Source: an optimization exercise on an open RTL-to-GDS flow (aim: small area, a short achievable clock period and few clock cycles per item). Production flows keep margins and buffers that such runs may drop.
In this exercise RTL edits were held to simulation tests only and were not proved equivalent to the original.
No activity file was given, so power comes from the tool's default toggle rates.

<file path="flow/run.sh">
#!/bin/bash
# synth_recipe.tcl (not shown) runs the flow's synth.tcl, then flattens the netlist and writes it again
# the make line also repeats each setting of config.mk as NAME=value (left out here)
make -C /OpenROAD-flow-scripts/flow DESIGN_CONFIG=/design/flow/config.mk WORK_HOME=/design/flow/orfs CLKGATE_MAP_FILE= SYNTH_SCRIPT=/design/flow/synth_recipe.tcl finish
</file>
<file path="flow/config.mk">
export PLATFORM = sky130hd
export DESIGN_NAME = write_ring_offset_lookup_core
export DESIGN_NICKNAME = write_ring_offset_lookup_core
export VERILOG_FILES = /design/flow/design.v
export SDC_FILE = /design/flow/constraint.sdc
export NUM_CORES = 4
export LEC_CHECK = 0
export CAP_MARGIN = 20
export CORE_MARGIN = 2
export CORE_UTILIZATION = 40
export SETUP_SLACK_MARGIN = 3.2
export SLEW_MARGIN = 20
</file>
<file path="flow/constraint.sdc">
create_clock -name core_clock -period 6.0 [get_ports {clock}]
set_input_delay 1.2000 -clock core_clock [delete_from_list [all_inputs] [get_ports {clock}]]
set_output_delay 1.2000 -clock core_clock [all_outputs]
set_load 0.01 [all_outputs]
</file>
<file path="flow/design.v">
`timescale 1ns / 1ps
`default_nettype none
package wrol_pkg;
   localparam int DEF_SLOTS       = 16;
   localparam int DEF_LENGTH_BITS = 20;
   localparam int IN_LEN_W   = 20;
   localparam int HANDLE_W   = 32;
   localparam int OFFSET_W   = 24;
   localparam int SLOT_IDX_W = 4;
   localparam int OUT_LEN_W  = 20;
   localparam int SUM_W      = 25;
   localparam int REQ_DATA_W = 80;
   localparam int RSP_DATA_W = 112;
endpackage
`default_nettype wire
`timescale 1ns / 1ps
`default_nettype none
module wrol_ram #(
   parameter int DEPTH = 16,
   parameter int HW    = 32,
   parameter int SW    = 25
) (
   input  wire logic                   clock,
   input  wire logic                   reset,
   input  wire logic                   shift,
   input  wire logic [HW-1:0]          in_handle,
   input  wire logic [SW-1:0]          in_sum,
   output      logic [DEPTH-1:0]       valid,
   output      logic [DEPTH*HW-1:0]    handles,
   output      logic [DEPTH*SW-1:0]    sums,
   output      logic [SW-1:0]          base
);
   logic [HW-1:0] hdl_ff [DEPTH];
   logic [SW-1:0] sum_ff [DEPTH];
   logic [DEPTH-1:0] valid_ff;
   logic [SW-1:0] base_ff;
   always_ff @(posedge clock) begin
      if (shift) begin
         hdl_ff[0] <= in_handle;
         sum_ff[0] <= in_sum;
         for (int p = 1; p < DEPTH; p++) begin
            hdl_ff[p] <= hdl_ff[p-1];
            sum_ff[p] <= sum_ff[p-1];
         end
      end
      if (reset) begin
         valid_ff  <= '0;
         base_ff   <= '0;
         sum_ff[0] <= '0;
      end else if (shift) begin
         valid_ff <= {valid_ff[DEPTH-2:0], 1'b1};
         if (valid_ff[DEPTH-1]) begin
            base_ff <= sum_ff[DEPTH-1];
         end
      end
   end
   always_comb begin
      for (int p = 0; p < DEPTH; p++) begin
         handles[p*HW +: HW] = hdl_ff[p];
         sums[p*SW +: SW]    = sum_ff[p];
      end
   end
   assign valid = valid_ff;
   assign base  = base_ff;
endmodule
`default_nettype wire
`timescale 1ns / 1ps
`default_nettype none
module wrol_ctrl #(
   parameter int DEPTH = 16,
   parameter int SW    = 25
) (
   input  wire logic [SW-1:0]       target,
   input  wire logic [DEPTH-1:0]    valid,
   input  wire logic [DEPTH*SW-1:0] sums,
   output      logic [DEPTH-1:0]    hv
);
   logic [SW-1:0] diff [DEPTH];
   always_comb begin
      for (int p = 0; p < DEPTH; p++) begin
         diff[p] = sums[p*SW +: SW] + ~target;
         hv[p]   = valid[p] & ~diff[p][SW-1];
      end
   end
endmodule
module wrol_select #(
   parameter int DEPTH = 16,
   parameter int HW    = 32,
   parameter int SW    = 25,
   parameter int LW    = 20
) (
   input  wire logic [DEPTH-1:0]    hv,
   input  wire logic [DEPTH-1:0]    valid,
   input  wire logic [DEPTH*HW-1:0] handles,
   input  wire logic [DEPTH*SW-1:0] sums,
   input  wire logic [SW-1:0]       base,
   output      logic [3:0]          pos,
   output      logic [HW-1:0]       handle,
   output      logic [LW-1:0]       prev_sum
);
   logic [DEPTH-1:0] onehot;
   logic [DEPTH-1:0] prev_sel;
   logic             base_sel;
   always_comb begin
      for (int p = 0; p < DEPTH - 1; p++) begin
         onehot[p] = hv[p] & ~hv[p+1];
      end
      onehot[DEPTH-1] = hv[DEPTH-1];
      prev_sel[0] = 1'b0;
      base_sel    = onehot[DEPTH-1];
      for (int p = 1; p < DEPTH; p++) begin
         prev_sel[p] = onehot[p-1] & valid[p];
         base_sel    = base_sel | (onehot[p-1] & ~valid[p]);
      end
      handle   = '0;
      prev_sum = base_sel ? base[LW-1:0] : '0;
      pos      = '0;
      for (int p = 0; p < DEPTH; p++) begin
         handle   = handle | ({HW{onehot[p]}} & handles[p*HW +: HW]);
         prev_sum = prev_sum | ({LW{prev_sel[p]}} & sums[p*SW +: LW]);
         pos      = pos | ({4{onehot[p]}} & 4'(p));
      end
   end
endmodule
`default_nettype wire
`timescale 1ns / 1ps
`default_nettype none
module write_ring_offset_lookup_core #(
   parameter int SLOTS       = wrol_pkg::DEF_SLOTS,
   parameter int LENGTH_BITS = wrol_pkg::DEF_LENGTH_BITS
) (
   input  wire logic                            clock,
   input  wire logic                            reset,
   input  wire logic                            req_tvalid,
   output      logic                            req_tready,
   input  wire logic                            req_tuser,
   input  wire logic [wrol_pkg::REQ_DATA_W-1:0] req_tdata,
   output      logic                            rsp_tvalid,
   input  wire logic                            rsp_tready,
   output      logic                            rsp_tuser,
   output      logic [wrol_pkg::RSP_DATA_W-1:0] rsp_tdata
);
   localparam int HW = wrol_pkg::HANDLE_W;
   localparam int SW = wrol_pkg::SUM_W;
   localparam int LW = wrol_pkg::OUT_LEN_W;
   logic                shift;
   logic [SLOTS-1:0]    valid;
   logic [SLOTS*HW-1:0] handles;
   logic [SLOTS*SW-1:0] sums;
   logic [SW-1:0]       base;
   logic [3:0]          wr_slot_ff;
   logic a_v_ff, b_v_ff, c_v_ff, d_v_ff, o_v_ff;
   logic a_free, b_free, c_free, d_free, o_free;
   logic          a_lookup_ff;
   logic [LW-1:0] a_len_ff;      
   logic [HW-1:0] a_handle_ff;   
   logic          b_lookup_ff;
   logic [SW-1:0] b_sum_ff;
   logic [HW-1:0] b_handle_ff;
   logic             c_lookup_ff;
   logic [SLOTS-1:0] c_hv_ff;       
   logic [LW-1:0]    c_x_ff;        
   logic [HW-1:0]    c_evh_ff;      
   logic             c_ev_ff;       
   logic [3:0]       c_slot_ff;     
   logic          d_lookup_ff;
   logic          d_found_ff;       
   logic [3:0]    d_slot_ff;
   logic [HW-1:0] d_handle_ff;
   logic [LW-1:0] d_x_ff;           
   logic [HW-1:0] d_y_ff;           
   logic          o_found_ff;
   logic [3:0]    o_slot_ff;
   logic [HW-1:0] o_handle_ff;
   logic [LW-1:0] o_byte_ff;
   logic          o_ev_ff;
   logic [LW-1:0] o_evl_ff;
   logic [HW-1:0] o_evh_ff;
   logic [SLOTS-1:0] lk_hv;
   logic [3:0]       lk_pos;
   logic [HW-1:0]    lk_handle;
   logic [LW-1:0]    lk_prev;
   logic [SW-1:0] base_next;
   logic [SW-1:0] total_next;
   logic [SW-1:0] add_a;
   logic [SW-1:0] add_b;
   wrol_ram #(
      .DEPTH (SLOTS),
      .HW    (HW),
      .SW    (SW)
   ) u_record_ram (
      .clock     (clock),
      .reset     (reset),
      .shift     (shift),
      .in_handle (b_handle_ff),
      .in_sum    (b_sum_ff),
      .valid     (valid),
      .handles   (handles),
      .sums      (sums),
      .base      (base)
   );
   wrol_ctrl #(
      .DEPTH (SLOTS),
      .SW    (SW)
   ) u_ctrl (
      .target (b_sum_ff),
      .valid  (valid),
      .sums   (sums),
      .hv     (lk_hv)
   );
   wrol_select #(
      .DEPTH (SLOTS),
      .HW    (HW),
      .SW    (SW),
      .LW    (LW)
   ) u_select (
      .hv       (c_hv_ff),
      .valid    (valid),
      .handles  (handles),
      .sums     (sums),
      .base     (base),
      .pos      (lk_pos),
      .handle   (lk_handle),
      .prev_sum (lk_prev)
   );
   assign o_free     = !o_v_ff || rsp_tready;
   assign d_free     = !d_v_ff || o_free;
   assign c_free     = !c_v_ff || d_free;
   assign b_free     = !b_v_ff || c_free;
   assign a_free     = !a_v_ff || b_free;
   assign req_tready = a_free;
   assign shift      = b_v_ff && !b_lookup_ff && c_free;
   always_comb begin
      base_next  = base;
      total_next = sums[SW-1:0];
      if (b_v_ff && !b_lookup_ff) begin
         total_next = b_sum_ff;
         if (valid[SLOTS-1]) begin
            base_next = sums[(SLOTS-1)*SW +: SW];
         end
      end
      if (a_lookup_ff) begin
         add_a = {1'b0, a_handle_ff[3:0], a_len_ff};
         add_b = base_next;
      end else begin
         add_a = SW'(a_len_ff);
         add_b = total_next;
      end
   end
   always_ff @(posedge clock) begin
      if (reset) begin
         a_v_ff     <= 1'b0;
         b_v_ff     <= 1'b0;
         c_v_ff     <= 1'b0;
         d_v_ff     <= 1'b0;
         o_v_ff     <= 1'b0;
         wr_slot_ff <= '0;
      end else begin
         if (a_free) a_v_ff <= req_tvalid;
         if (b_free) b_v_ff <= a_v_ff;
         if (c_free) c_v_ff <= b_v_ff;
         if (d_free) d_v_ff <= c_v_ff;
         if (o_free) o_v_ff <= d_v_ff;
         if (shift) wr_slot_ff <= wr_slot_ff + 1'b1;
      end
      if (a_free) begin
         a_lookup_ff <= req_tuser;
         if (req_tuser) begin
            a_len_ff    <= req_tdata[71:52];
            a_handle_ff <= HW'(req_tdata[75:72]);
         end else begin
            a_len_ff    <= req_tdata[19:0];
            a_handle_ff <= req_tdata[51:20];
         end
      end
      if (b_free) begin
         b_lookup_ff <= a_lookup_ff;
         b_sum_ff    <= add_a + add_b;
         b_handle_ff <= a_handle_ff;
      end
      if (c_free) begin
         c_lookup_ff <= b_lookup_ff;
         c_hv_ff     <= lk_hv;
         c_slot_ff   <= wr_slot_ff;
         c_ev_ff     <= valid[SLOTS-1];
         if (b_lookup_ff) begin
            c_x_ff <= b_sum_ff[LW-1:0];
         end else begin
            c_x_ff <= valid[SLOTS-1] ? LW'(sums[(SLOTS-1)*SW +: SW] - base) : '0;
         end
         c_evh_ff <= valid[SLOTS-1] ? handles[(SLOTS-1)*HW +: HW] : '0;
      end
      if (d_free) begin
         d_lookup_ff <= c_lookup_ff;
         d_x_ff      <= c_x_ff;
         if (c_lookup_ff) begin
            d_found_ff  <= c_hv_ff[0];
            d_slot_ff   <= wr_slot_ff + ~lk_pos;
            d_handle_ff <= lk_handle;
            d_y_ff      <= HW'(lk_prev);
         end else begin
            d_found_ff  <= c_ev_ff;
            d_slot_ff   <= c_slot_ff;
            d_handle_ff <= handles[HW-1:0];
            d_y_ff      <= c_evh_ff;
         end
      end
      if (o_free) begin
         if (d_lookup_ff) begin
            o_found_ff  <= d_found_ff;
            o_slot_ff   <= d_found_ff ? d_slot_ff : '0;
            o_handle_ff <= d_handle_ff;
            o_byte_ff   <= d_found_ff ? (d_x_ff - d_y_ff[LW-1:0]) : '0;
            o_ev_ff     <= 1'b0;
            o_evl_ff    <= '0;
            o_evh_ff    <= '0;
         end else begin
            o_found_ff  <= 1'b1;
            o_slot_ff   <= d_slot_ff;
            o_handle_ff <= d_handle_ff;
            o_byte_ff   <= '0;
            o_ev_ff     <= d_found_ff;
            o_evl_ff    <= d_x_ff;
            o_evh_ff    <= d_y_ff;
         end
      end
   end
   assign rsp_tvalid = o_v_ff;
   assign rsp_tuser  = o_found_ff;
   assign rsp_tdata  = {3'b000, o_evh_ff, o_evl_ff, o_ev_ff, o_byte_ff, o_handle_ff, o_slot_ff};
endmodule
`default_nettype wire
</file>
==> flow_summary.json, run 1 <==
{
  "tritoncts": "yes",
  "placement.io_buffers": 192,
  "design.final.nets": 5177,
  "floorplan.rows": 141,
  "cts_made_buffers": 142,
  "final_max_slew_viol_count": 0,
  "drtPass1Iterations": 6,
  "fin_worst_skew_ps": 29.9,
  "yosys.area.top_type_share": 0.640,
  "timing.max_slew.rel_slack": 0.272,
  "seqCellArea_mm2": 0.0397,
  "clkTransAtPathRegs_ps": 60,
  "power.static_leakage_uw": 0.0268,
  "synth_commonest_cells": "1272 x edfxtp_1, 434 x ha_1, 294 x nand2_1",
  "io-pin-count": 200,
  "post-route-min-period_ps": 3380,
  "grt_first_pass_wirelength_um": 267000,
  "area_occupied_by_multi_input_gates_mm2": 0.0209,
  "postSynth.topFlopCell": "edfxtp_1",
  "dp_hpwl_um": 115000,
  "min_path_type": "flop to flop",
  "ys.warnings.count": 7,
  "nFillCells": 12600,
  "grt_use_total": 0.239,
  "worst-endpoint-arrival_ps": 3900,
  "critPathRequiredTime_ps": 6520,
  "starting_drt_drc_count": 4971,
  "synthTopCellsByArea": "edfxtp_1 64%, ha_1 9.1%, a22oi_1 3.0%",
  "die_span_in_y_um": 390,
  "routed_wl_um": 186000,
  "crit_path_end_kind": "flop",
  "worst_skew_pair.late_latency_ps": 790,
  "vias_in_the_first_global_route": 38600,
  "tightest_slew_ps": 1090,
  "ys_seq_elements": 1347,
  "report.final.setup_viol": 0,
  "synth_enable_flop_cells": 1272,
  "peak_clock_frequency_supported_by_timing_mhz": 296,
  "cell_pwr_density_mw_per_mm2": 316,
  "unrepaired_setup_endpoints_after_global_routing": "true",
  "timing.setup.tns_ps": 0,
  "syn-mean-instance-area_um2": 14.2,
  "finalPower_uw": 23000,
  "vias": 40100,
  "clock-sinks": 1347,
  "cp-start-kind": "flop",
  "floorplan.initialDensity": 0.403,
  "timing.critical_path.fanout_max": 7,
  "run_status": "timing/DRC/antenna clean",
  "critical_path_class": "flop to flop",
  "pin_count_of_the_biggest_net_entering_global_routing": 135,
  "layout-area-overhead-vs-synth_pct": 21.6,
  "clock_path_buffers": 3,
  "cap_violations": 0,
  "register_area_share_after_synthesis": 0.665,
  "vdd.ir_drop.worst_v": 0.000229,
  "post_synth_num_cell_types": 74,
  "congestion_overflow_gr": 0,
  "synth-async-reset-ratio": 0,
  "netlist_area_mm2": 0.0597,
  "routed_via_density": 5.99,
  "post_route_cells_drive_above_1_share": 0.168,
  "die_w_um": 390,
  "route.antenna.remaining_nets": 0,
  "number_of_remaining_drc_errors": 0,
  "timing.final.hold_violations": 0,
  "wire_per_inst_um": 27.8,
  "core-area_mm2": 0.148,
  "yosys.cell_count.top_type": "edfxtp_1",
  "synth_largest_area_cell": "edfxtp_1",
  "cts_max_level": 4,
  "timing.final.crit_share": 0.563,
  "postSynthCellCount": 4209,
  "gp_congestion": 0.928,
  "die_area_mm2": 0.152,
  "clk_root_buffer_cell": "clkbuf_16",
  "antenna_violations_before_repair": 6
}
==> critical path, cell delays in order, from the launching register on <==
cell and delay (ps):
edfxtp_1 440, buf_6 160, nor2b_4 190, buf_12 170, a211oi_4 70, a21oi_2 130, ha_2 220, inv_2 40
fa_2 340, nand2b_4 160, a21o_1 190, a21o_1 230, a31oi_4 310, a221o_1 260, a21oi_2 80, xnor2_1 130
==> worst paths after layout <==
kind              slack, ps   startpoint           end  depth (start not counted)
setup / recovery       2620  b_lookup_ff  b_sum_ff[22]                         15
hold / removal          410    c_x_ff[9]     d_x_ff[9]                          0
setup reg to reg       2620  b_lookup_ff  b_sum_ff[22]                         15
hold reg to reg         410    c_x_ff[9]     d_x_ff[9]                          0
==> flip-flops by register name, summed over array words and instances, names as in the netlist, 20 cells and up <==
register,flops
b_sum_ff,25
a_handle_ff,32
d_x_ff,20
a_len_ff,20
o_byte_ff,20
c_x_ff,20
b_handle_ff,32
u_record_ram.hdl_ff,512
c_evh_ff,32
d_y_ff,32
d_handle_ff,32
o_evl_ff,20
o_evh_ff,32
o_handle_ff,32
u_record_ram.base_ff,25
u_record_ram.sum_ff,400
==> kinds of logic after synthesis <==
| family | Yosys count | share of synthesized area |
|---|---|---|
| flops | 1347 | 0.665 |
| compound gates | 1063 | 0.124 |
| simple gates | 962 | 0.0807 |
| fa+ha+maj | 438 | 0.0923 |
| buf+inv | 274 | 0.0177 |
| xor+xnor | 65 | 0.00954 |
| mux | 59 | 0.0105 |
| other cells | 1 | 0.0000628 |
==> routing by layer <==
layer	part of all wire	global-route usage	wire [um]	vias up
met5	0.000070	0	13	-
met4	0.032	0.0841	5930	2
met3	0.10	0.0476	18600	330
met2	0.44	0.357	81800	2134
met1	0.43	0.346	79800	20100
li1	-	-	-	17500
==> placed cells by master (no fill, tap or decap), drive strengths merged, types with 31 or more instances in the layout <==
cell	n
a211oi	74
a21o	117
a21oi	225
a221oi	64
a22o	51
a22oi	237
and2	59
buf	264
clkbuf	189
clkdlybuf4s50	77
clkinv	49
dfxtp	75
dlygate4sd2	103
edfxtp	1272
ha	434
inv	103
mux2	31
nand2	296
nand3	81
nand4	128
nor2	155
nor2b	133
o21a	36
o21ai	118
xnor2	39
==> through the flow <==
| step | util | instances | area [um^2] | setup WS (ps) | hold slack, ps |
|---|---|---|---|---|---|
| 2_1_floorplan | - | 4211 | 59800 | 874 | 400 |
| 3_3_place_gp | 0.434 | 6248 | 64300 | 905 | 400 |
| 3_5_place_dp | 0.434 | 6248 | 64300 | 857 | 405 |
| 4_1_cts | 0.483 | 6649 | 71500 | 2570 | 412 |
| 5_1_grt | 0.491 | 6698 | 72600 | 2520 | 421 |
| 6_report | 0.491 | 6699 | 72600 | 2620 | 411 |
==> timing repair <==
item | CTS | global route
setup buffers | 130 | 46
setup endpoints to repair | 1194 | 541
resized for setup | 412 | 148
cloned | 14 | 2
hold buffers | 0 | 0
pin swaps | 136 | 131
==> power breakdown <==
group / switching [uW] / leakage, uW / internal (uW)
Clock: 3780 / 0.00223 / 5040
Sequential: 248 / 0.0131 / 10600
Combinational: 1840 / 0.0115 / 1450
==> final cells by class <==
cell class | instances | area share
sequential | 1347 | 0.547
multi-input combinational | 2596 | 0.288
timing repair buffer | 458 | 0.0620
clock buffer | 188 | 0.0527
tap | 1930 | 0.0333
clock inverter | 69 | 0.0104
inverter | 107 | 0.00651
timing repair inverter | 2 | 0.000448
antenna | 2 | 0.0000689
Testbench counts, summed over its fixed seeds: cycles 8,040, items 8,000.
==> inputs of run 2 (changes only) <==
--- a/flow/config.mk
+++ b/flow/config.mk
@@ -8,5 +8,4 @@
 export CAP_MARGIN = 20
 export CORE_MARGIN = 2
 export CORE_UTILIZATION = 40
-export SETUP_SLACK_MARGIN = 3.2
 export SLEW_MARGIN = 20
==> run 2 against run 1 <==
Total power decreased by 4.0%. Final cell count fell by 2.8%. Flip-flop and latch count stayed put. Largest cell class unchanged. Largest power group unchanged. Highest routed layer is now met4.
==> flow_summary.json, run 2 <==
{
  "run_status": "timing/DRC/antenna clean",
  "critPathRequiredTime_ps": 6530,
  "synth_largest_area_cell": "edfxtp_1",
  "postSynth.topFlopCell": "edfxtp_1",
  "vdd.ir_drop.worst_v": 0.000218,
  "smallest_setup_slack_after_layout_ps": 1330,
  "antenna_violations_before_repair": 8,
  "reg_top3": "u_record_ram.hdl_ff: 512 flops, u_record_ram.sum_ff: 400 flops",
  "cts_max_level": 4,
  "gr-usage-met3": 0.0348,
  "wire_per_inst_um": 26.6,
  "stdcell_count": 6510,
  "pre_cts_slack_ps": 1490,
  "yosys.area.top_type_share": 0.640,
  "timing.final.hold_violations": 0,
  "cap_violations": 0,
  "floorplan.rows": 141,
  "commonest_cells_after_routing_fill_and_taps_aside": "1272 x edfxtp_1, 434 x ha_1, 290 x nand2_1",
  "netlist_area_mm2": 0.0597,
  "globalRouteMet1Util": 0.331,
  "clock-sinks": 1347,
  "core-area_mm2": 0.148,
  "synth_enable_flop_cells": 1272,
  "cts-resized-gates": 0,
  "synth-async-reset-ratio": 0,
  "placement.io_buffers": 192,
  "worst-endpoint-arrival_ps": 5190,
  "route.antenna.remaining_nets": 0,
  "fin_worst_skew_ps": 46.8,
  "grt_first_pass_wirelength_um": 252000,
  "placed_cells_incl_taps": 6252,
  "routed_via_density": 5.91,
  "design.final.nets": 4986,
  "congestion_overflow_gr": 0,
  "worst_skew_pair.late_latency_ps": 800,
  "min_path_type": "flop to flop",
  "die_w_um": 390,
  "tritoncts": "yes",
  "syn-mean-instance-area_um2": 14.2,
  "critical_path_class": "flop to flop",
  "synth_commonest_cells": "1272 x edfxtp_1, 434 x ha_1, 294 x nand2_1",
  "floorplan.initialDensity": 0.403,
  "ys_seq_elements": 1347,
  "synthTopCellsByArea": "edfxtp_1 64%, ha_1 9.1%, a22oi_1 3.0%",
  "clkTransAtPathRegs_ps": 70,
  "report.final.setup_viol": 0,
  "dp_hpwl_um": 115000,
  "cell_pwr_density_mw_per_mm2": 320,
  "io-pin-count": 200,
  "power.static_leakage_uw": 0.0251,
  "timing.critical_path.fanout_max": 14,
  "cts_made_buffers": 139,
  "hold_buffers": 0,
  "layout-area-overhead-vs-synth_pct": 15.3,
  "largest-register": "u_record_ram.hdl_ff",
  "starting_drt_drc_count": 4543,
  "routed_wl_um": 173000,
  "gp_congestion": 0.908,
  "design_area_mm2": 0.0688,
  "timing.max_slew.rel_slack": 0.158,
  "ys.warnings.count": 7,
  "crit_path_end_kind": "flop",
  "clock_path_buffers": 3,
  "post_route_cells_drive_above_1_share": 0.0802,
  "post-route-min-period_ps": 4670,
  "hold_slack_ps": 408,
  "layout.cells.most_common": "edfxtp_1",
  "tightest_slew_ps": 1250,
  "die_area_mm2": 0.152,
  "die_span_in_y_um": 390,
  "flip_flop_count_of_the_largest_register_after_layout": 512,
  "cp-start-kind": "flop",
  "vias_in_the_first_global_route": 37000,
  "peak_clock_frequency_supported_by_timing_mhz": 214,
  "unrepaired_setup_endpoints_after_global_routing": "false",
  "placed_cell_area_mm2": 0.0643,
  "clk_root_buffer_cell": "clkbuf_16",
  "grt_use_total": 0.224,
  "pin_count_of_the_biggest_net_entering_global_routing": 195,
  "groute.layer.met2.usage": 0.336,
  "postSynthCellCount": 4209,
  "number_of_remaining_drc_errors": 0,
  "drtPass1Iterations": 7,
  "final_max_slew_viol_count": 0,
  "vias": 38500,
  "post_synth_num_cell_types": 74,
  "timing.setup.tns_ps": 0,
  "postCtsSetupBuffers": 0,
  "register_area_share_after_synthesis": 0.665,
  "timing.final.crit_share": 0.778,
  "yosys.cell_count.top_type": "edfxtp_1",
  "busiest_layer": "met2",
  "rrSetupSlack_ps": 1330
}
[run 2: changes by cell type in the layout (fill, tap and decap cells not counted), moves of 24 or more]
cell | previous run | this run
a211oi_1 | 34 | 74
a211oi_2 | 24 | 0
a21oi_1 | 176 | 225
a21oi_2 | 43 | 0
buf_4 | 195 | 79
buf_6 | 28 | 1
clkdlybuf4s50_1 | 77 | 190
dlygate4sd2_1 | 103 | 0
ha_1 | 394 | 434
ha_4 | 32 | 0
o21ai_0 | 80 | 117
o21ai_1 | 26 | 1
[run 2: per-layer routing]
metal | vias up | wire (um)
li1 | 17100 | -
met1 | 19200 | 77400
met2 | 1852 | 76400
met3 | 276 | 14700
met4 | 0 | 4910
met5 | - | 0
[run 2: where the power goes]
part | internal, uW | switching [uW] | leakage [uW]
Sequential | 10600 | 251 | 0.0131
Clock | 4890 | 3800 | 0.00222
Combinational | 1010 | 1500 | 0.00978
[run 2: area by class of cell]
cell class / count / area, um^2
well taps: 1930 / 2410
clock inverters: 83 / 872
inverters: 107 / 415
clock buffers: 170 / 3670
multi-input cells: 2590 / 19100
repair buffers: 278 / 2640
flip-flops and latches: 1347 / 39700
diodes: 5 / 12.5
fillers: 12800 / 79200
[run 2: final timing paths]
path,end,startpoint,cells past startpoint
worst max-delay path,b_sum_ff[24],b_lookup_ff,16
worst min-delay path,u_record_ram.hdl_ff[0][20],b_handle_ff[20],0
worst max register to register,b_sum_ff[24],b_lookup_ff,16
worst min register to register,u_record_ram.hdl_ff[0][20],b_handle_ff[20],0
[run 2: kinds of logic (layout without fill, tap and decap cells)]
logic type | Yosys count | after routing | share of synthesized area
flip-flops | 1347 | 1347 | 0.665
multiplexers | 59 | 59 | 0.0105
AND/OR/NAND/NOR | 962 | 962 | 0.0807
AO/OA/AOI/OAI | 1063 | 1063 | 0.124
buffers and inverters | 274 | 638 | 0.0177
adder cells (fa/ha/maj) | 438 | 438 | 0.0923
XOR/XNOR | 65 | 65 | 0.00954
other | 1 | 8 | 0.0000628
[run 2: worst max-delay path: stages, from the launching register on]
cell      delay (ps)
edfxtp_1         460
nor2b_1          140
buf_4            170
nand2_1          410
buf_4            400
mux2i_1          150
a21oi_1          170
ha_1             220
inv_1             70
fa_1             400
nand2b_1         190
a21o_1           210
a21o_1           210
a31oi_1          600
a22oi_1          280
o21ai_0          220
nand3b_1          90
[run 2: per-stage QoR]
stage | total power [uW] | util
floorplan | 12500 | -
global placement | 13400 | 0.434
detailed placement | 13500 | 0.434
CTS | 22200 | 0.465
global route | 22900 | 0.465
finish | 22100 | 0.465
==> inputs of run 3 (changes only) <==
--- a/flow/design.v
+++ b/flow/design.v
@@ -44,9 +44,8 @@
          end
       end
       if (reset) begin
-         valid_ff  <= '0;
-         base_ff   <= '0;
-         sum_ff[0] <= '0;
+         valid_ff <= '0;
+         base_ff  <= '0;
       end else if (shift) begin
          valid_ff <= {valid_ff[DEPTH-2:0], 1'b1};
          if (valid_ff[DEPTH-1]) begin
@@ -149,6 +148,11 @@
    logic [SLOTS*SW-1:0] sums;
    logic [SW-1:0]       base;
    logic [3:0]          wr_slot_ff;
+   logic s_v_ff;
+   logic s_lookup_ff;
+   logic [LW-1:0] s_len_ff;
+   logic [HW-1:0] s_handle_ff;
+   logic take;
    logic a_v_ff, b_v_ff, c_v_ff, d_v_ff, o_v_ff;
    logic a_free, b_free, c_free, d_free, o_free;
    logic          a_lookup_ff;
@@ -180,10 +184,16 @@
    logic [3:0]       lk_pos;
    logic [HW-1:0]    lk_handle;
    logic [LW-1:0]    lk_prev;
-   logic [SW-1:0] base_next;
-   logic [SW-1:0] total_next;
-   logic [SW-1:0] add_a;
-   logic [SW-1:0] add_b;
+   logic [SW-1:0] tot_ff;
+   logic [SW-1:0] bb_ff;
+   logic [SW-1:0] new_tot;
+   logic [SW-1:0] target;
+   logic          a_go;
+   logic          full_b;      
+   logic [SW-1:0] oldest_b;    
+   logic          in_lookup;
+   logic [LW-1:0] in_len;
+   logic [HW-1:0] in_handle;
    wrol_ram #(
       .DEPTH (SLOTS),
       .HW    (HW),
@@ -228,54 +238,80 @@
    assign c_free     = !c_v_ff || d_free;
    assign b_free     = !b_v_ff || c_free;
    assign a_free     = !a_v_ff || b_free;
-   assign req_tready = a_free;
+   assign req_tready = !s_v_ff;
+   assign take       = req_tvalid && !s_v_ff;
+   assign a_go       = a_v_ff && b_free;
    assign shift      = b_v_ff && !b_lookup_ff && c_free;
    always_comb begin
-      base_next  = base;
-      total_next = sums[SW-1:0];
       if (b_v_ff && !b_lookup_ff) begin
-         total_next = b_sum_ff;
-         if (valid[SLOTS-1]) begin
-            base_next = sums[(SLOTS-1)*SW +: SW];
-         end
+         full_b   = valid[SLOTS-2];
+         oldest_b = sums[(SLOTS-2)*SW +: SW];
+      end else begin
+         full_b   = valid[SLOTS-1];
+         oldest_b = sums[(SLOTS-1)*SW +: SW];
       end
-      if (a_lookup_ff) begin
-         add_a = {1'b0, a_handle_ff[3:0], a_len_ff};
-         add_b = base_next;
+   end
+   assign new_tot = tot_ff + SW'(a_len_ff);
+   assign target  = {1'b0, a_handle_ff[3:0], a_len_ff} + bb_ff;
+   always_comb begin
+      if (s_v_ff) begin
+         in_lookup = s_lookup_ff;
+         in_len    = s_len_ff;
+         in_handle = s_handle_ff;
       end else begin
-         add_a = SW'(a_len_ff);
-         add_b = total_next;
+         in_lookup = req_tuser;
+         if (req_tuser) begin
+            in_len    = req_tdata[71:52];
+            in_handle = HW'(req_tdata[75:72]);
+         end else begin
+            in_len    = req_tdata[19:0];
+            in_handle = req_tdata[51:20];
+         end
       end
    end
    always_ff @(posedge clock) begin
       if (reset) begin
+         s_v_ff     <= 1'b0;
          a_v_ff     <= 1'b0;
+         tot_ff     <= '0;
+         bb_ff      <= '0;
          b_v_ff     <= 1'b0;
          c_v_ff     <= 1'b0;
          d_v_ff     <= 1'b0;
          o_v_ff     <= 1'b0;
          wr_slot_ff <= '0;
       end else begin
-         if (a_free) a_v_ff <= req_tvalid;
+         if (a_free) begin
+            a_v_ff <= s_v_ff || take;
+            s_v_ff <= 1'b0;
+         end else if (take) begin
+            s_v_ff <= 1'b1;
+         end
+         if (a_go && !a_lookup_ff) begin
+            tot_ff <= new_tot;
+            if (full_b) begin
+               bb_ff <= oldest_b;
+            end
+         end
          if (b_free) b_v_ff <= a_v_ff;
          if (c_free) c_v_ff <= b_v_ff;
          if (d_free) d_v_ff <= c_v_ff;
          if (o_free) o_v_ff <= d_v_ff;
          if (shift) wr_slot_ff <= wr_slot_ff + 1'b1;
       end
+      if (!s_v_ff) begin
+         s_lookup_ff <= in_lookup;
+         s_len_ff    <= in_len;
+         s_handle_ff <= in_handle;
+      end
       if (a_free) begin
-         a_lookup_ff <= req_tuser;
-         if (req_tuser) begin
-            a_len_ff    <= req_tdata[71:52];
-            a_handle_ff <= HW'(req_tdata[75:72]);
-         end else begin
-            a_len_ff    <= req_tdata[19:0];
-            a_handle_ff <= req_tdata[51:20];
-         end
+         a_lookup_ff <= in_lookup;
+         a_len_ff    <= in_len;
+         a_handle_ff <= in_handle;
       end
       if (b_free) begin
          b_lookup_ff <= a_lookup_ff;
-         b_sum_ff    <= add_a + add_b;
+         b_sum_ff    <= a_lookup_ff ? target : new_tot;
          b_handle_ff <= a_handle_ff;
       end
       if (c_free) begin
--- a/flow/config.mk
+++ b/flow/config.mk
@@ -8,4 +8,5 @@
 export CAP_MARGIN = 20
 export CORE_MARGIN = 2
 export CORE_UTILIZATION = 40
+export SETUP_SLACK_MARGIN = 3.2
 export SLEW_MARGIN = 20
==> run 3 against run 2 <==
Still clean. Non-clock buffer count increased by 191. Hold slack got worse by 30 ps. Global-route usage rose by 1.1 points. Die area up 6.7%. Total power grew 5.3%. Clock power rose by 9.4%. Register-to-register slack gained 1400 ps. Combinational power fell by 14%. Clock skew up 16 ps. Highest routed layer is now met5.
==> flow_summary.json, run 3 <==
{
  "layout.cells.most_common": "edfxtp_1",
  "ys_seq_elements": 1446,
  "run_status": "timing/DRC/antenna clean",
  "io-pin-count": 200,
  "post_synth_num_cell_types": 84,
  "rr_startpoint": "b_sum_ff[10]",
  "yosys.area.top_type_share": 0.636,
  "die_w_um": 403,
  "timing.final.hold_violations": 0,
  "layout-area-overhead-vs-synth_pct": 21.2,
  "synth_top_family_by_area": "compound AO/OA/AOI/OAI gates",
  "vias": 42200,
  "post_synth_and_or_nand_nor_area_fraction": 0.0734,
  "netlist_area_mm2": 0.0637,
  "commonest_cells_after_routing_fill_and_taps_aside": "1350 x edfxtp_1, 400 x ha_1, 331 x nand2_1",
  "clk_root_buffer_cell": "clkbuf_16",
  "dp_hpwl_um": 124000,
  "reg_top3": "u_record_ram.hdl_ff: 512 flops, u_record_ram.sum_ff: 400 flops",
  "ys.warnings.count": 7,
  "cp-start-kind": "flop",
  "final_max_slew_viol_count": 0,
  "peak_clock_frequency_supported_by_timing_mhz": 307,
  "flip_flop_count_of_the_largest_register_after_layout": 512,
  "cap_violations": 0,
  "die_area_mm2": 0.163,
  "min_path_type": "flop to flop",
  "vias_in_the_first_global_route": 40800,
  "rrSetupSlack_ps": 2740,
  "worst-endpoint-arrival_ps": 3820,
  "post_route_cells_drive_above_1_share": 0.161,
  "tightest_slew_ps": 951,
  "starting_drt_drc_count": 5414,
  "timing.final.crit_share": 0.543,
  "cell_pwr_density_mw_per_mm2": 301,
  "route.antenna.remaining_nets": 0,
  "synth_adder_area_share": 0.0907,
  "floorplan.rows": 146,
  "syn-mean-instance-area_um2": 14.2,
  "floorplan.initialDensity": 0.402,
  "met2_wirelength_um": 85400,
  "postSynthCellCount": 4486,
  "die_span_in_y_um": 403,
  "tritoncts": "yes",
  "worst_skew_pair.late_latency_ps": 840,
  "timing.critical_path.fanout_max": 3,
  "routed_wl_um": 196000,
  "reg2reg_depth": 11,
  "crit_path_end_kind": "flop",
  "critPathRequiredTime_ps": 6560,
  "synthTopCellsByArea": "edfxtp_1 64%, ha_1 8.9%, dfxtp_1 3.0%",
  "report.final.setup_viol": 0,
  "top_layer_used": "met5",
  "grt_first_pass_wirelength_um": 280000,
  "vdd.ir_drop.worst_v": 0.000279,
  "nFillCells": 13400,
  "cts_max_level": 4,
  "unrepaired_setup_endpoints_after_global_routing": "true",
  "gp_congestion": 0.922,
  "smallest_setup_slack_after_layout_ps": 2740,
  "register_area_share_after_synthesis": 0.666,
  "placement.io_buffers": 192,
  "wire_per_inst_um": 27.5,
  "postSynth.topFlopCell": "edfxtp_1",
  "synth_largest_area_cell": "edfxtp_1",
  "grt_use_total": 0.235,
  "met1_length_um": 84200,
  "design.final.nets": 5486,
  "largest-register": "u_record_ram.hdl_ff",
  "pin_count_of_the_biggest_net_entering_global_routing": 144,
  "routed_via_density": 5.91,
  "yosys.cell_count.top_type": "edfxtp_1",
  "detailroute.wirelength.met3_um": 18900,
  "power.static_leakage_uw": 0.0283,
  "synth_compound_area_frac": 0.128,
  "number_of_remaining_drc_errors": 0,
  "synth_enable_flop_cells": 1350,
  "synth_commonest_cells": "1350 x edfxtp_1, 454 x ha_1, 339 x nand2_1",
  "post-route-min-period_ps": 3260,
  "cts_made_buffers": 154,
  "pre_cts_slack_ps": 1570,
  "xor_xnor_share_of_the_synthesized_area": 0.0121,
  "worst_setup_path_endpoint": "c_hv_ff[15]",
  "timing.max_slew.rel_slack": 0.366,
  "post-route-util": 0.488,
  "clkTransAtPathRegs_ps": 60,
  "fin_worst_skew_ps": 62.4,
  "timing.setup.tns_ps": 0,
  "synth-async-reset-ratio": 0,
  "capturing_point_of_the_worst_reg2reg_path": "c_hv_ff[15]",
  "congestion_overflow_gr": 0,
  "critical_path_class": "flop to flop",
  "worstSetupStartpoint": "b_sum_ff[10]",
  "synth.area.mux_share": 0.0117,
  "antenna_violations_before_repair": 11,
  "drtPass1Iterations": 6,
  "clock-sinks": 1446,
  "core-area_mm2": 0.158,
  "clock_path_buffers": 3
}
run 3: through the flow:
stage               instance area [um^2]  hold WS (ps)  power (uW)  cells
finish                             77300           378       23200   7145
detailed placement                 68300           405       13400   6636
global placement                   68300           402       13400   6635
CTS                                75900           380       23200   7096
floorplan                          63800           400       12700   4488
global route                       77300           371       23900   7145
run 3: cell families (layout without fill, tap and decap cells):
logic type      after synthesis  count (layout)
other cells                   1               4
fa+ha+maj                   459             459
buf+inv                     300             879
flops                      1446            1446
simple gates                973             978
compound gates             1147            1147
mux                          72              72
xor+xnor                     88              88
run 3: worst min-delay path by stage:
stage	end	from	slack [ps]	cells after the start
floorplan	b_handle_ff[10]	a_handle_ff[10]	400	0
global placement	o_handle_ff[8]	d_handle_ff[8]	400	0
detailed placement	b_handle_ff[17]	a_handle_ff[17]	400	0
CTS	b_handle_ff[12]	a_handle_ff[12]	380	0
global route	b_handle_ff[12]	a_handle_ff[12]	370	0
finish	b_handle_ff[4]	a_handle_ff[4]	380	0
run 3: repair_timing:
item	in CTS	in global routing
pin swaps	126	122
cloned	12	8
hold buffers	0	0
endpoints found under the setup margin	1097	520
resized for setup	404	152
buffers inserted	162	39
run 3: report_power, final:
| group | switching, uW | internal, uW |
|---|---|---|
| Sequential | 245 | 11300 |
| Clock | 4240 | 5270 |
| Combinational | 1240 | 915 |
run 3: cell type report:
cell class              instances  area [um^2]  share of cell area
flip-flops and latches       1446        42500               0.550
multi-input cells            2747        21900               0.284
repair buffers                469         4640              0.0601
clock buffers                 185         4030              0.0522
well taps                    2072         2590              0.0336
clock inverters               101         1040              0.0134
inverters                     121          551             0.00713
repair inverters                3         25.0            0.000324
diodes                          1         2.50           0.0000324
run 3: metal layers:
metal	track usage	vias up
met4	0.0952	6
li1	-	18600
met1	0.340	21100
met3	0.0453	330
met2	0.349	2226
met5	0	-
run 3: critical path: stages, from the launching register on:
cell        delay (ps)
edfxtp_1           590
clkinvlp_4         230
buf_4              170
buf_4              130
ha_1               300
nand4_1            130
nor2_2              70
o21ai_0            110
a21oi_2            100
a2111o_1           490
a211o_1            350
mux2_4             300
Testbench counts of run 3, summed over its fixed seeds: cycles 8,040, items 8,000.
==> inputs of run 4 (changes only) <==
--- a/flow/config.mk
+++ b/flow/config.mk
@@ -8,5 +8,5 @@
 export CAP_MARGIN = 20
 export CORE_MARGIN = 2
 export CORE_UTILIZATION = 40
-export SETUP_SLACK_MARGIN = 3.2
+export SETUP_SLACK_MARGIN = 3.6
 export SLEW_MARGIN = 20
==> run 4 against run 3 <==
Final cell count increased by 2.9%. Combinational power increased by 12%. Register-to-register slack about the same. Sequential share of layout area decreased by 2.4 points. Die area unchanged. Critical path depth unchanged.
==> flow_summary.json, run 4 <==
{
  "nFillCells": 13000,
  "hold_slack_ps": 370,
  "placement.io_buffers": 192,
  "critPathRequiredTime_ps": 6570,
  "die_area_mm2": 0.163,
  "drtPass1Iterations": 6,
  "clock-sinks": 1446,
  "ys.warnings.count": 7,
  "unrepaired_setup_endpoints_after_global_routing": "true",
  "grt_use_total": 0.249,
  "reg_top3": "u_record_ram.hdl_ff: 512 flops, u_record_ram.sum_ff: 400 flops",
  "cts_max_level": 4,
  "globalRouteMet1Util": 0.353,
  "register_area_share_after_synthesis": 0.666,
  "flip_flop_count_of_the_largest_register_after_layout": 512,
  "post-route-util": 0.510,
  "critical_path_class": "flop to flop",
  "clk_root_buffer_cell": "clkbuf_16",
  "vias_in_the_first_global_route": 42000,
  "postSynthCellCount": 4486,
  "synth-async-reset-ratio": 0,
  "gp_congestion": 0.922,
  "starting_drt_drc_count": 5694,
  "power.static_leakage_uw": 0.0298,
  "timing.critical_path.fanout_max": 3,
  "groute.layer.met2.usage": 0.366,
  "layout-area-overhead-vs-synth_pct": 26.8,
  "die_w_um": 403,
  "tightest_slew_ps": 1100,
  "tritoncts": "yes",
  "core-area_mm2": 0.158,
  "yosys.cell_count.top_type": "edfxtp_1",
  "dp_hpwl_um": 124000,
  "io-pin-count": 200,
  "congestion_overflow_gr": 0,
  "final_max_slew_viol_count": 0,
  "worst_skew_pair.late_latency_ps": 840,
  "layout.cells.most_common": "edfxtp_1",
  "synth_enable_flop_cells": 1350,
  "routed_wl_um": 209000,
  "area_occupied_by_multi_input_gates_mm2": 0.0234,
  "synth_largest_area_cell": "edfxtp_1",
  "vias": 43800,
  "commonest_cells_after_routing_fill_and_taps_aside": "1350 x edfxtp_1, 385 x ha_1, 325 x nand2_1",
  "floorplan.initialDensity": 0.402,
  "crit_path_end_kind": "flop",
  "gr-usage-met3": 0.0529,
  "report.final.setup_viol": 0,
  "busiest_layer": "met2",
  "cap_violations": 0,
  "postSynth.topFlopCell": "edfxtp_1",
  "post_synth_num_cell_types": 84,
  "peak_clock_frequency_supported_by_timing_mhz": 308,
  "timing.final.hold_violations": 0,
  "cts_made_buffers": 154,
  "stdcell_count": 7349,
  "placed_cells_incl_taps": 6636,
  "min_path_type": "flop to flop",
  "synthTopCellsByArea": "edfxtp_1 64%, ha_1 8.9%, dfxtp_1 3.0%",
  "worst-endpoint-arrival_ps": 3820,
  "post-route-min-period_ps": 3250,
  "largest-register": "u_record_ram.hdl_ff",
  "seqCellArea_mm2": 0.0425,
  "pre_cts_slack_ps": 1570,
  "netlist_area_mm2": 0.0637,
  "fin_worst_skew_ps": 61.3,
  "routed_via_density": 5.97,
  "run_status": "timing/DRC/antenna clean",
  "clock_path_buffers": 3,
  "syn-mean-instance-area_um2": 14.2,
  "number_of_remaining_drc_errors": 0,
  "smallest_setup_slack_after_layout_ps": 2750,
  "post_route_cells_drive_above_1_share": 0.251,
  "route.antenna.remaining_nets": 0,
  "timing.final.crit_share": 0.541,
  "pin_count_of_the_biggest_net_entering_global_routing": 83,
  "ys_seq_elements": 1446,
  "yosys.area.top_type_share": 0.636,
  "cell_pwr_density_mw_per_mm2": 291,
  "design.final.nets": 5687,
  "die_span_in_y_um": 403,
  "vdd.ir_drop.worst_v": 0.000269,
  "timing.max_slew.rel_slack": 0.268,
  "floorplan.rows": 146,
  "clkTransAtPathRegs_ps": 60,
  "grt_first_pass_wirelength_um": 294000,
  "synth_commonest_cells": "1350 x edfxtp_1, 454 x ha_1, 339 x nand2_1",
  "wire_per_inst_um": 28.4,
  "timing.setup.tns_ps": 0,
  "antenna_violations_before_repair": 13,
  "cp-start-kind": "flop"
}
run 4: final timing paths:
| kind | startpoint | to | slack, ps | depth (start not counted) |
|---|---|---|---|---|
| min reg2reg | a_handle_ff[4] | b_handle_ff[4] | 370 | 0 |
| min | a_handle_ff[4] | b_handle_ff[4] | 370 | 0 |
| max reg2reg | b_sum_ff[10] | c_hv_ff[15] | 2750 | 11 |
| max | b_sum_ff[10] | c_hv_ff[15] | 2750 | 11 |
run 4: routing by layer:
| metal | part of all wire | up-vias |
|---|---|---|
| met1 | 0.41 | 21800 |
| met4 | 0.049 | 6 |
| li1 | - | 19000 |
| met5 | 0.00012 | - |
| met3 | 0.10 | 463 |
| met2 | 0.43 | 2545 |
run 4: what timing repair did:
action,in CTS,in global routing
buffers inserted,271,102
hold buffers,0,0
gates resized for setup,1030,291
setup endpoints to repair,1365,1200
gates cloned,40,10
pin swaps,231,215
run 4: layout make-up:
cell class	count	share of cell area
Antenna cell	4	0.000124
Clock buffer	185	0.0499
Clock inverter	101	0.0128
Inverter	121	0.00691
Multi-Input combinational cell	2755	0.290
Sequential cell	1446	0.526
Tap cell	2072	0.0321
Timing Repair Buffer	660	0.0822
Timing Repair inverter	5	0.000588
run 4: logic make-up after synthesis:
group	Yosys count	share of synthesized area
AOI/OAI and AO/OA	1147	0.128
DFF	1446	0.666
xor gates and xnor gates	88	0.0121
muxes	72	0.0117
other	1	0.0000589
buffers and inverters	300	0.0180
and+or+nand+nor	973	0.0734
adders and majority gates	459	0.0907
run 4: worst max-delay path: stages (launching register included):
cell and delay (ps):
edfxtp_1 610, clkinvlp_4 240, buf_4 170, buf_4 130, ha_1 290, nand4_1 120, nor2_2 70, o21ai_0 110
a21oi_2 100, a2111o_1 470, a211o_1 350, mux2_4 300
run 4: report_power, final:
group          switching (uW)  leakage [uW]  total [uW]  internal, uW
clock                    4270       0.00244        9540          5270
sequential                246        0.0141       11600         11300
combinational            1350        0.0132        2400          1040
total                    5870        0.0298       23500         17600
run 4: per-stage QoR:
stage	power [uW]	area, um^2
floorplan	12700	63800
CTS	23300	78300
global placement	13400	68300
detailed placement	13400	68300
global route	24200	80800
finish	23500	80800
==> inputs of run 5 (changes only) <==
--- a/flow/config.mk
+++ b/flow/config.mk
@@ -8,5 +8,6 @@
 export CAP_MARGIN = 20
 export CORE_MARGIN = 2
 export CORE_UTILIZATION = 40
-export SETUP_SLACK_MARGIN = 3.6
+export CTS_BUF_LIST = sky130_fd_sc_hd__clkbuf_4
+export SETUP_SLACK_MARGIN = 2.9
 export SLEW_MARGIN = 20
==> run 5 against run 4 <==
Wire length decreased by 7.3%. Via count decreased by 1.9%. Synthesized cell count unchanged. Setup slack improved by 11 ps. Clock power decreased by about 10%. Combinational power decreased by 16%. Largest cell class unchanged. Highest routed layer unchanged.
==> flow_summary.json, run 5 <==
{
  "commonest_cells_after_routing_fill_and_taps_aside": "1350 x edfxtp_1, 571 x clkbuf_4, 434 x ha_1",
  "wire_per_inst_um": 26.1,
  "finalPower_uw": 22200,
  "die_w_um": 403,
  "cts_made_buffers": 381,
  "routed_via_density": 5.78,
  "vias": 43000,
  "design.final.nets": 5630,
  "timing.setup.tns_ps": 0,
  "yosys.area.top_type_share": 0.636,
  "hold_path_end": "u_record_ram.hdl_ff[10][3]",
  "worst-endpoint-arrival_ps": 2040,
  "syn-mean-instance-area_um2": 14.2,
  "hold_start": "u_record_ram.hdl_ff[9][3]",
  "netlist_area_mm2": 0.0637,
  "clock_path_buffers": 4,
  "timing.max_slew.rel_slack": 0.179,
  "power.share.sequential": 0.521,
  "postSynthCellCount": 4486,
  "worst_skew_pair.late_latency_ps": 1380,
  "hold_slack_ps": 364,
  "pre_cts_slack_ps": 1570,
  "cap_violations": 0,
  "route.antenna.remaining_nets": 0,
  "clk_root_buffer_cell": "clkbuf_4",
  "congestion_overflow_gr": 0,
  "dp_hpwl_um": 124000,
  "register_area_share_after_synthesis": 0.666,
  "rr_startpoint": "b_sum_ff[9]",
  "antenna_violations_before_repair": 11,
  "ys_seq_elements": 1446,
  "post_route_cells_drive_above_1_share": 0.208,
  "synth_largest_area_cell": "edfxtp_1",
  "drtPass1Iterations": 6,
  "placement.io_buffers": 192,
  "synth_commonest_cells": "1350 x edfxtp_1, 454 x ha_1, 339 x nand2_1",
  "report.final.setup_viol": 0,
  "timing.final.hold_violations": 0,
  "vdd.ir_drop.worst_v": 0.000207,
  "synth-async-reset-ratio": 0,
  "smallest_setup_slack_after_layout_ps": 2760,
  "peak_clock_frequency_supported_by_timing_mhz": 309,
  "power.internal_uw": 16600,
  "timing.critical_path.cells": "buf_2",
  "netSwitchingPower_uw": 5540,
  "unrepaired_setup_endpoints_after_global_routing": "true",
  "final_max_slew_viol_count": 0,
  "reg_top3": "u_record_ram.hdl_ff: 512 flops, u_record_ram.sum_ff: 400 flops",
  "run_status": "timing/DRC/antenna clean",
  "critical_path.slowest_cell": "edfxtp_1",
  "min_path_type": "flop to flop",
  "fin_worst_skew_ps": 148,
  "gp_congestion": 0.922,
  "synth_enable_flop_cells": 1350,
  "number_of_remaining_drc_errors": 0,
  "clkTransAtPathRegs_ps": 70,
  "layout.cells.most_common": "edfxtp_1",
  "routed_wl_um": 194000,
  "cell_pwr_density_mw_per_mm2": 296,
  "critical_path_class": "flop to primary output",
  "tightest_slew_ps": 1230,
  "synthTopCellsByArea": "edfxtp_1 64%, ha_1 8.9%, dfxtp_1 3.0%",
  "timing.hold.worst_path_depth": 0,
  "io-pin-count": 200,
  "cp-start-kind": "flop",
  "die_area_mm2": 0.163,
  "power.static_leakage_uw": 0.0279,
  "post_synth_num_cell_types": 84,
  "post-route-util": 0.473,
  "cts_max_level": 5,
  "timing.critical_path.fanout_max": 1,
  "power.share.clock": 0.387,
  "max_stage_delay_ps": 490,
  "sw_frac_of_total": 0.250,
  "grt_use_total": 0.232,
  "vias_in_the_first_global_route": 42200,
  "yosys.cell_count.top_type": "edfxtp_1",
  "capturing_point_of_the_worst_reg2reg_path": "c_hv_ff[1]",
  "floorplan.initialDensity": 0.402,
  "ys.warnings.count": 7,
  "combinational_power_share": 0.091,
  "layout-area-overhead-vs-synth_pct": 17.5,
  "nFillCells": 13900,
  "rrSetupSlack_ps": 2770,
  "grt_first_pass_wirelength_um": 278000,
  "crit_family": "flip-flops",
  "post-route-min-period_ps": 3240,
  "crit_path_end_kind": "primary output",
  "largest-register": "u_record_ram.hdl_ff",
  "floorplan.rows": 146,
  "core-area_mm2": 0.158,
  "reg2reg_depth": 13,
  "flip_flop_count_of_the_largest_register_after_layout": 512,
  "starting_drt_drc_count": 5516,
  "pin_count_of_the_biggest_net_entering_global_routing": 144,
  "die_span_in_y_um": 403,
  "postSynth.topFlopCell": "edfxtp_1",
  "critPathRequiredTime_ps": 4800,
  "clock-sinks": 1446,
  "tritoncts": "yes",
  "worst-path-buf-inv": 1,
  "timing.final.crit_share": 0.539
}
-- run 5: changes by cell type in the layout (fill, tap and decap cells not counted), moves of 22 or more --
cell / previous run / this run
a221oi_1: 33 / 80
clkbuf_1: 25 / 0
o21ai_0: 92 / 138
a21oi_1: 130 / 179
clkinv_1: 41 / 63
a21oi_2: 62 / 23
ha_4: 61 / 15
a221oi_2: 46 / 2
clkbuf_16: 161 / 2
buf_12: 35 / 8
buf_4: 296 / 156
clkbuf_4: 0 / 571
ha_1: 385 / 434
buf_6: 107 / 34
-- run 5: cells by family (layout without fill, tap and decap cells) --
family | Yosys count | count (layout) | share of synthesized area
buffers and inverters | 300 | 1164 | 0.0180
AOI/OAI and AO/OA | 1147 | 1147 | 0.128
adders and majority gates | 459 | 459 | 0.0907
muxes | 72 | 72 | 0.0117
xor gates and xnor gates | 88 | 88 | 0.0121
other | 1 | 13 | 0.0000589
DFF | 1446 | 1446 | 0.666
and+or+nand+nor | 973 | 974 | 0.0734
-- run 5: area by class of cell --
class	instances	area [um^2]	area share
clock inverter	79	410	0.00548
inverter	121	553	0.00739
tap	2072	2590	0.0346
multi-input combinational	2743	21100	0.281
timing repair buffer	391	3440	0.0459
clock buffer	571	4290	0.0573
timing repair inverter	2	13.8	0.000184
sequential	1446	42500	0.567
antenna	10	25.0	0.000334
-- run 5: worst max-delay path by stage --
stage	startpoint	end	slack [ps]	cells after the start
after CTS	o_found_ff	rsp_tuser	2650	1
after floorplan	rsp_tready	u_record_ram.hdl_ff[0][0]	830	6
after global routing	b_sum_ff[9]	c_hv_ff[15]	2640	13
final	o_found_ff	rsp_tuser	2760	1
after global placement	rsp_tready	tot_ff[23]	1570	10
after detailed placement	rsp_tready	tot_ff[23]	1570	10
-- run 5: through the flow --
stage	area, um^2	std cells
after CTS	74000	7397
after floorplan	63800	4488
after global placement	68300	6635
final	74800	7435
after global routing	74800	7432
after detailed placement	68300	6636
-- run 5: routing by layer --
metal | part of all wire | track usage
met1 | 0.43 | 0.330
met2 | 0.43 | 0.338
met3 | 0.10 | 0.0584
met4 | 0.040 | 0.0989
met5 | 0.00019 | 0
-- run 5: timing repair --
action / 4_1_cts / 5_1_grt
hold buffers: 0 / 0
buffers inserted: 105 / 22
gates cloned: 6 / 4
resized for setup: 601 / 112
setup endpoints to repair: 848 / 550
pin swaps: 50 / 72
-- run 5: power groups by stage --
stage	Combinational (uW)	Clock [uW]	Sequential (uW)
2_1_floorplan	1040	0	11600
3_3_place_gp	1640	0	11800
3_5_place_dp	1670	0	11800
4_1_cts	1900	8760	11500
5_1_grt	2210	9270	11600
6_report	2020	8580	11600
==> inputs of run 6 (changes only) <==
--- a/flow/config.mk
+++ b/flow/config.mk
@@ -7,7 +7,8 @@
 export LEC_CHECK = 0
 export CAP_MARGIN = 20
 export CORE_MARGIN = 2
-export CORE_UTILIZATION = 40
-export CTS_BUF_LIST = sky130_fd_sc_hd__clkbuf_4
+export CORE_UTILIZATION = 55
+export CTS_BUF_LIST = sky130_fd_sc_hd__clkbuf_4 sky130_fd_sc_hd__clkbuf_8
 export SETUP_SLACK_MARGIN = 2.9
 export SLEW_MARGIN = 20
+export TNS_END_PERCENT = 20
==> run 6 against run 5 <==
Clock-buffer cell count fell by 250. Flip-flop and latch count did not move. Cell area fell by 1.2%. Combinational power barely moved. First-iteration DRC count fell by 6.4%. Largest cell class unchanged. Highest routed layer is now met4.
==> flow_summary.json, run 6 <==
{
  "number_of_remaining_drc_errors": 0,
  "worst-path-buf-inv": 2,
  "stdcell_count": 6604,
  "critical_path.slowest_cell": "o32a_1",
  "dp_hpwl_um": 121000,
  "clkTransAtPathRegs_ps": 70,
  "pin_count_of_the_biggest_net_entering_global_routing": 149,
  "ys_seq_elements": 1446,
  "top_layer_used": "met4",
  "reg_top3": "u_record_ram.hdl_ff: 512 flops, u_record_ram.sum_ff: 400 flops",
  "grt_use_total": 0.315,
  "wire_per_inst_um": 28.4,
  "worst_skew_pair.late_latency_ps": 960,
  "seqCellArea_mm2": 0.0425,
  "timing.critical_path.mode_cell": "buf_4",
  "met2_wirelength_um": 80500,
  "die_area_mm2": 0.119,
  "layout-area-overhead-vs-synth_pct": 16.0,
  "cts_max_level": 4,
  "register_area_share_after_synthesis": 0.666,
  "timing.setup.tns_ps": 0,
  "cap_violations": 0,
  "finalPower_uw": 22000,
  "floorplan.rows": 124,
  "cp-start-kind": "flop",
  "design.final.nets": 5438,
  "smallest_setup_slack_after_layout_ps": 2730,
  "yosys.cell_count.top_type": "edfxtp_1",
  "synth_enable_flop_cells": 1350,
  "timing.hold.worst_path_depth": 0,
  "congestion_overflow_gr": 0,
  "met1_length_um": 80400,
  "power.static_leakage_uw": 0.0271,
  "critical_path_class": "flop to flop",
  "pre_cts_slack_ps": 1670,
  "timing.critical_path.fanout_max": 35,
  "gp_congestion": 0.944,
  "run_status": "timing/DRC/antenna clean",
  "synth_largest_area_cell": "edfxtp_1",
  "die_span_in_y_um": 344,
  "clock_path_buffers": 3,
  "timing.final.hold_violations": 0,
  "cts_made_buffers": 233,
  "synth_commonest_cells": "1350 x edfxtp_1, 454 x ha_1, 339 x nand2_1",
  "largest-register": "u_record_ram.hdl_ff",
  "report.final.setup_viol": 0,
  "postSynth.topFlopCell": "edfxtp_1",
  "max_stage_delay_ps": 530,
  "peak_clock_frequency_supported_by_timing_mhz": 306,
  "placement.io_buffers": 192,
  "clock-sinks": 1446,
  "post-route-min-period_ps": 3270,
  "fin_worst_skew_ps": 52.4,
  "commonest_cells_after_routing_fill_and_taps_aside": "1350 x edfxtp_1, 437 x ha_1, 334 x nand2_1",
  "vdd.ir_drop.worst_v": 0.000212,
  "synthTopCellsByArea": "edfxtp_1 64%, ha_1 8.9%, dfxtp_1 3.0%",
  "tritoncts": "yes",
  "unrepaired_setup_endpoints_after_global_routing": "true",
  "drtPass1Iterations": 6,
  "cell_pwr_density_mw_per_mm2": 298,
  "tightest_slew_ps": 1140,
  "critPathRequiredTime_ps": 6630,
  "die_w_um": 344,
  "reg2reg_depth": 8,
  "starting_drt_drc_count": 5161,
  "vias_in_the_first_global_route": 39900,
  "core-area_mm2": 0.115,
  "grt_first_pass_wirelength_um": 269000,
  "area_occupied_by_multi_input_gates_mm2": 0.0209,
  "timing.critical_path.cells": "nor2b_4 -> buf_4 -> and2_1 -> buf_4 -> a22o_1 -> a221oi_1 -> nand4_1 -> o32a_1",
  "ys.warnings.count": 7,
  "flip_flop_count_of_the_largest_register_after_layout": 512,
  "post_route_cells_drive_above_1_share": 0.136,
  "hold_slack_ps": 384,
  "crit_family": "compound AO/OA/AOI/OAI gates",
  "final_max_slew_viol_count": 0,
  "worst-endpoint-arrival_ps": 3910,
  "detailroute.wirelength.met3_um": 20100,
  "synth-async-reset-ratio": 0,
  "timing.critical_path.depth": 8,
  "layout.cells.most_common": "edfxtp_1",
  "route.antenna.remaining_nets": 0,
  "antenna_violations_before_repair": 7,
  "yosys.area.top_type_share": 0.636,
  "placed_cells_incl_taps": 6076,
  "post_synth_num_cell_types": 84,
  "syn-mean-instance-area_um2": 14.2,
  "postSynthCellCount": 4486,
  "floorplan.initialDensity": 0.556,
  "clk_root_buffer_cell": "clkbuf_8",
  "nFillCells": 8656,
  "routed_via_density": 6.33,
  "timing.final.crit_share": 0.545,
  "timing.max_slew.rel_slack": 0.240,
  "crit_path_end_kind": "flop",
  "netlist_area_mm2": 0.0637,
  "io-pin-count": 200,
  "routed_wl_um": 187000,
  "vias": 41800,
  "min_path_type": "flop to flop"
}
run 6: cell count changes in the layout (fill, tap and decap cells not counted), moves of 7 or more:
cell             change
clkinv_2            +11
clkinv_1            +10
clkbuf_4           -487
clkdlybuf4s50_1    +110
buf_4               -30
a2111oi_0            +8
buf_6               -27
buf_2               -97
clkbuf_8           +237
buf_12               +7
diode_2              -8
run 6: metal layers:
metal  GRT usage  up-vias
li1            -    18500
met1       0.466    20600
met2       0.457     2276
met3      0.0764      352
met4       0.109        0
met5           0        -
run 6: layout make-up:
cell class	count	share of cell area
antenna	2	0.0000677
clock buffer	321	0.0527
clock inverter	110	0.00931
inverter	121	0.00735
multi-input combinational	2742	0.283
sequential	1446	0.574
tap	1512	0.0256
timing repair buffer	350	0.0473
run 6: cell families after synthesis:
logic type                 Yosys count  share of synthesized area
muxes                               72                     0.0117
DFF                               1446                      0.666
buffers and inverters              300                     0.0180
AOI/OAI and AO/OA                 1147                      0.128
other                                1                  0.0000589
xor gates and xnor gates            88                     0.0121
and+or+nand+nor                    973                     0.0734
adders and majority gates          459                     0.0907
run 6: what timing repair did:
action	CTS	global route
gates resized for setup	144	43
pin swaps	50	38
endpoints found under the setup margin	755	774
setup buffers	81	10
cloned	3	1
hold buffers	0	0
run 6: stage by stage:
stage	util	cell area (um^2)
finish	0.645	73900
global route	0.645	73900
CTS	0.642	73600
detailed placement	0.589	67600
global placement	0.589	67600
floorplan	-	63800
run 6: worst paths after layout:
check	end	startpoint	slack (ps)
worst min-delay path	d_x_ff[2]	c_x_ff[2]	380
worst max register to register	d_y_ff[17]	c_hv_ff[4]	2730
worst min register to register	d_x_ff[2]	c_x_ff[2]	380
worst max-delay path	d_y_ff[17]	c_hv_ff[4]	2730
run 6: where the power goes:
part	switching, uW	internal [uW]	leakage (uW)	total (uW)
registers	252	11300	0.0141	11600
clock network	4060	4400	0.00243	8460
logic	1170	829	0.0105	1990
total	5480	16500	0.0271	22000

## afterwards: timing with drivers on the ports
The flow's constraints put no driver on any port. The routed layouts listed below were extracted and timed again, unchanged, in two steps.
Step 1 (the two cells are an assumption about what drives the block):
set clk [get_ports {clock}]
set_driving_cell -lib_cell sky130_fd_sc_hd__clkbuf_16 $clk
set_driving_cell -lib_cell sky130_fd_sc_hd__buf_2 [delete_from_list [all_inputs] $clk]
Step 2, shift: input delay + t, output delay - t, t = (earliest + latest rising clock arrival at the registers) / 2. This alone moves slack from input paths to output paths.
a / b / c = ideal / step 1 / step 2; a / b = the first two.
| run | shift t [ns] | setup WS [ns] | hold WS [ns] | worst slew at a driven data input, ns |
|---|---|---|---|---|
| run 1 | 0.853 | 2.620 / 2.620 / 2.413 | 0.411 / 0.411 / 0.411 | 0.04 |
| run 2 | 0.849 | 1.331 / 1.331 / 1.331 | 0.408 / 0.408 / 0.408 | 0.05 |
| run 3 | 0.893 | 2.745 / 2.744 / 2.327 | 0.378 / 0.378 / 0.378 | 0.08 |
| run 4 | 0.901 | 2.753 / 2.753 / 2.753 | 0.370 / 0.370 / 0.370 | 0.08 |
| run 5 | 1.393 | 2.764 / 2.683 / 2.044 | 0.364 / 0.352 / 0.364 | 0.08 |
| run 6 | 1.008 | 2.728 / 2.728 / 2.036 | 0.384 / 0.384 / 0.384 | 0.05 |
After both steps every run listed still meets setup and hold. For run 5, which loses most, drivers alone change the setup slack by -0.081 ns; drivers and shift together by -0.720 ns.
